This is an optimization exercise on Yosys and OpenROAD, whose aim is small area, a short achievable clock period and few clock cycles, not a production implementation.
The RTL was checked by simulation tests, not by an equivalence proof against the original design.
The clock port is modelled as an ideal driver; clocking choices that lean on that would not hold on a real chip.
Power and IR drop assume default switching activity.

==> flow/design.v (excerpt) <==
module source_tokenizer_unit (
    input  logic        i_clk,
    input  logic        i_rst_n,
    input  logic        i_in_valid,
    input  logic [7:0]  i_src_byte,
    input  logic        i_end_of_input,
    output logic        o_in_stall,
    output logic        o_out_valid,
    output logic        o_result_kind,
    output logic [6:0]  o_token_kind,
    output logic [63:0] o_token_value,
    output logic [19:0] o_start_line,
    output logic [15:0] o_start_column,
    output logic        o_unterminated,
    output logic        o_last_of_run,
    input  logic        i_out_stall
);
Size in the first run: ~2000 cells after synthesis, about 210 flip-flops, ~130 I/O pins, roughly 17000 um2 of cells after synthesis.
clock: 12.0 ns
lec_check: 0
cap_margin: 20
core_margin: 2
core_utilization: 60
place_density: 0.75
slew_margin: 20
standard.sh (not shown) runs the stock make flow with config.mk's settings and CLKGATE_MAP_FILE= SYNTH_SCRIPT=/design/flow/synth_recipe.tcl, a recipe that flattens the netlist after the stock synthesis.
==> flow/flow/run.sh <==
#!/bin/bash
# Layout: the standard flow, with an extra setup repair after placement
# and after clock tree synthesis that resizes and buffers the netlist for more
# setup slack than the standard flow asks for. The clock, the constraints and
# the registers are unchanged.
set -euo pipefail
HERE=$(pwd)
RES=$HERE/orfs/results/$FLOW_PLATFORM/source_tokenizer_unit/base
bash standard.sh synth floorplan place > "$HERE/log_std_place.txt" 2>&1
STAGE=3_place RES="$RES" openroad -no_splash -exit "$HERE/flow/opt.tcl" > "$HERE/log_opt_place.txt" 2>&1
bash standard.sh cts > "$HERE/log_std_cts.txt" 2>&1
STAGE=4_cts RES="$RES" openroad -no_splash -exit "$HERE/flow/opt.tcl" > "$HERE/log_opt_cts.txt" 2>&1
bash standard.sh > "$HERE/log_std_finish.txt" 2>&1
==> flow/flow/opt.tcl <==
# Extra setup repair on a placed (or clock-tree) stage's design, then legalise
# and write it back over the stage's result. The repair aims a little above the
# worst slack each round, so it works only on the paths that set the period.
set res $::env(RES)
set stage $::env(STAGE)
set plat $::env(FLOW_HOME)/platforms/$::env(FLOW_PLATFORM)
read_liberty $plat/lib/sky130_fd_sc_hd__tt_025C_1v80.lib
read_db $res/$stage.odb
read_sdc $res/$stage.sdc
source $plat/setRC.tcl
set_dont_use {sky130_fd_sc_hd__probe_p_8 sky130_fd_sc_hd__probec_p_8 sky130_fd_sc_hd__lpflow_*}
if { $stage == "4_cts" } {
  set_propagated_clock [all_clocks]
}
if { $stage == "3_place" } {
  # the port buffers that buffer_ports chose are larger than the ports need;
  # start them at the smallest buffer and let the repair below size them up
  set n 0
  foreach inst [[ord::get_db_block] getInsts] {
    set name [$inst getName]
    if { [regexp {^(input|output)[0-9]+$} $name]
         && [[$inst getMaster] getName] == "sky130_fd_sc_hd__clkdlybuf4s50_1" } {
      replace_cell $name sky130_fd_sc_hd__buf_1
      incr n
    }
  }
  puts "port buffers resized: $n"
}
estimate_parasitics -placement
report_worst_slack -max
report_worst_slack -min
report_design_area
set step 0.25
if { [info exists ::env(OPT_STEP)] } { set step $::env(OPT_STEP) }
set rounds 10
if { [info exists ::env(OPT_ROUNDS)] } { set rounds $::env(OPT_ROUNDS) }
repair_design
set ws [sta::time_sta_ui [sta::worst_slack_cmd max]]
for { set i 0 } { $i < $rounds } { incr i } {
  set target [expr { $ws + $step }]
  puts "round $i: worst slack $ws, aiming at $target"
  repair_timing -setup -setup_margin $target -skip_gate_cloning
  set nws [sta::time_sta_ui [sta::worst_slack_cmd max]]
  if { $nws < $ws + 0.03 } {
    break
  }
  set ws $nws
}
if { $stage == "4_cts" } {
  repair_timing -hold -hold_margin 0.1
}
detailed_placement
check_placement -verbose
estimate_parasitics -placement
report_worst_slack -max
report_worst_slack -min
report_design_area
report_checks -path_delay max -format full_clock_expanded -digits 3
write_db $res/$stage.odb
The first run finished clean.
Testbench counts at the start, summed over its fixed seeds: cycles 24,942.
Next try:
Settings changed: CTS_CLUSTER_DIAMETER set to 80, CTS_CLUSTER_SIZE set to 24.
The changed run finished with timing, DRC and antenna clean.
Cell count came out lower by 0.56%.
Clock skew barely changes.
Maximum frequency goes up by 1.3%.
Total power falls by 4.0%.
Synthesized area stays the same.
Synthesized cell count is unchanged.
Setup slack improves by 0.053 ns.
Clock-buffer cell count went down by 15.
Hold slack gains 0.0073 ns.
Via count decreases by 0.84%.
Wire length stays flat.
Next try:
--- a/flow/flow/opt.tcl
+++ b/flow/flow/opt.tcl
@@ -13,16 +13,2 @@
   set_propagated_clock [all_clocks]
-}
-if { $stage == "3_place" } {
-  # the port buffers that buffer_ports chose are larger than the ports need;
-  # start them at the smallest buffer and let the repair below size them up
-  set n 0
-  foreach inst [[ord::get_db_block] getInsts] {
-    set name [$inst getName]
-    if { [regexp {^(input|output)[0-9]+$} $name]
-         && [[$inst getMaster] getName] == "sky130_fd_sc_hd__clkdlybuf4s50_1" } {
-      replace_cell $name sky130_fd_sc_hd__buf_1
-      incr n
-    }
-  }
-  puts "port buffers resized: $n"
 }
Settings changed: CORE_UTILIZATION 60 to 40, CTS_CLUSTER_DIAMETER 80 to unset, CTS_CLUSTER_SIZE 24 to unset, PLACE_DENSITY 0.75 to unset.
Result:
- wire length increases by 2.9%
- total power climbs by 9.2%
- maximum frequency decreases by about 4.4%
- global-route usage shrinks by 12 points
- worst setup slack got worse by 0.19 ns
- via count came out lower by 3.8%
Next try:
Settings changed: CORE_UTILIZATION 40 to 60, PLACE_DENSITY set to 0.75.
The changed run produced a clean layout.
Die area decreases by 33%.
Sequential power barely changes.
Area after synthesis does not change.
First-iteration DRC count increases by 70%.
Worst setup slack gains 0.018 ns.
Next try:
==> flow/flow/run.sh (replaced) <==
#!/bin/bash
# Layout: the standard flow, with an extra setup repair after placement
# and after clock tree synthesis that resizes and buffers the netlist for more
# setup slack than the standard flow asks for. The clock, the constraints and
# the registers are unchanged. The global route stage's own repair then aims
# at the slack reached after clock tree synthesis.
set -euo pipefail
HERE=$(pwd)
RES=$HERE/orfs/results/$FLOW_PLATFORM/source_tokenizer_unit/base
bash standard.sh synth floorplan place > "$HERE/log_std_place.txt" 2>&1
STAGE=3_place RES="$RES" WS_FILE="$HERE/ws_3_place.txt" openroad -no_splash -exit "$HERE/flow/opt.tcl" > "$HERE/log_opt_place.txt" 2>&1
bash standard.sh cts > "$HERE/log_std_cts.txt" 2>&1
STAGE=4_cts RES="$RES" WS_FILE="$HERE/ws_4_cts.txt" openroad -no_splash -exit "$HERE/flow/opt.tcl" > "$HERE/log_opt_cts.txt" 2>&1
# the global route stage's own repair aims at the slack reached after clock
# tree synthesis, with the global route's parasitics
GRT_MARGIN=$(awk '{ printf "%.3f", $1 - 0.1 }' "$HERE/ws_4_cts.txt")
echo "global route repair margin: $GRT_MARGIN" > "$HERE/log_grt_margin.txt"
SETUP_SLACK_MARGIN=$GRT_MARGIN SKIP_GATE_CLONING=1 bash standard.sh > "$HERE/log_std_finish.txt" 2>&1
--- a/flow/flow/opt.tcl
+++ b/flow/flow/opt.tcl
@@ -13,2 +13,16 @@
   set_propagated_clock [all_clocks]
+}
+if { $stage == "3_place" } {
+  # the port buffers that buffer_ports chose are larger than the ports need;
+  # start them at the smallest buffer and let the repair below size them up
+  set n 0
+  foreach inst [[ord::get_db_block] getInsts] {
+    set name [$inst getName]
+    if { [regexp {^(input|output)[0-9]+$} $name]
+         && [[$inst getMaster] getName] == "sky130_fd_sc_hd__clkdlybuf4s50_1" } {
+      replace_cell $name sky130_fd_sc_hd__buf_1
+      incr n
+    }
+  }
+  puts "port buffers resized: $n"
 }
@@ -44,2 +58,5 @@
 report_checks -path_delay max -format full_clock_expanded -digits 3
+set f [open $::env(WS_FILE) w]
+puts $f [sta::time_sta_ui [sta::worst_slack_cmd max]]
+close $f
 write_db $res/$stage.odb
Settings changed: CTS_CLUSTER_DIAMETER set to 80, CTS_CLUSTER_SIZE set to 24.
- The new run passed the timing, design-rule and antenna checks
- power drops by about 10%
- cell count falls by 1.5%
- sequential share of layout area went up by 1.9 points
- die area is unchanged
- wire length falls by about 4.3%
- cell area drops by about 6%
- setup slack improves by 0.17 ns

[what the ideal ports hide]
The results above use ideal ports. As a check the final layouts listed here were re-extracted and re-timed, cells and wires unchanged.
Step 1 sets driving cells, clkbuf_16 on the clock port and buf_2 on the other inputs (assumed; they add their load-dependent delay and slew).
Step 2 moves the port delays by t, midway between the first and last clock arrival at a register: inputs arrive t later, outputs are due t later. That takes back most of the time a late clock gives input paths.
Three values: no drivers, after step 1, after step 2; two values: the first two.
run | t, ns | slack for setup (ns) | worst register clock-pin slew, ns
the first run | 0.603 | 7.902 / 7.855 / 7.855 | 0.06 / 0.06
the second run | 0.553 | 7.956 / 7.901 / 7.877 | 0.10 / 0.10
the third run | 0.623 | 7.768 / 7.710 / 7.822 | 0.06 / 0.06
the fourth run | 0.611 | 7.786 / 7.729 / 7.880 | 0.07 / 0.07
the fifth run | 0.553 | 7.956 / 7.901 / 7.877 | 0.10 / 0.10
After both steps setup and hold are still met in every run listed.
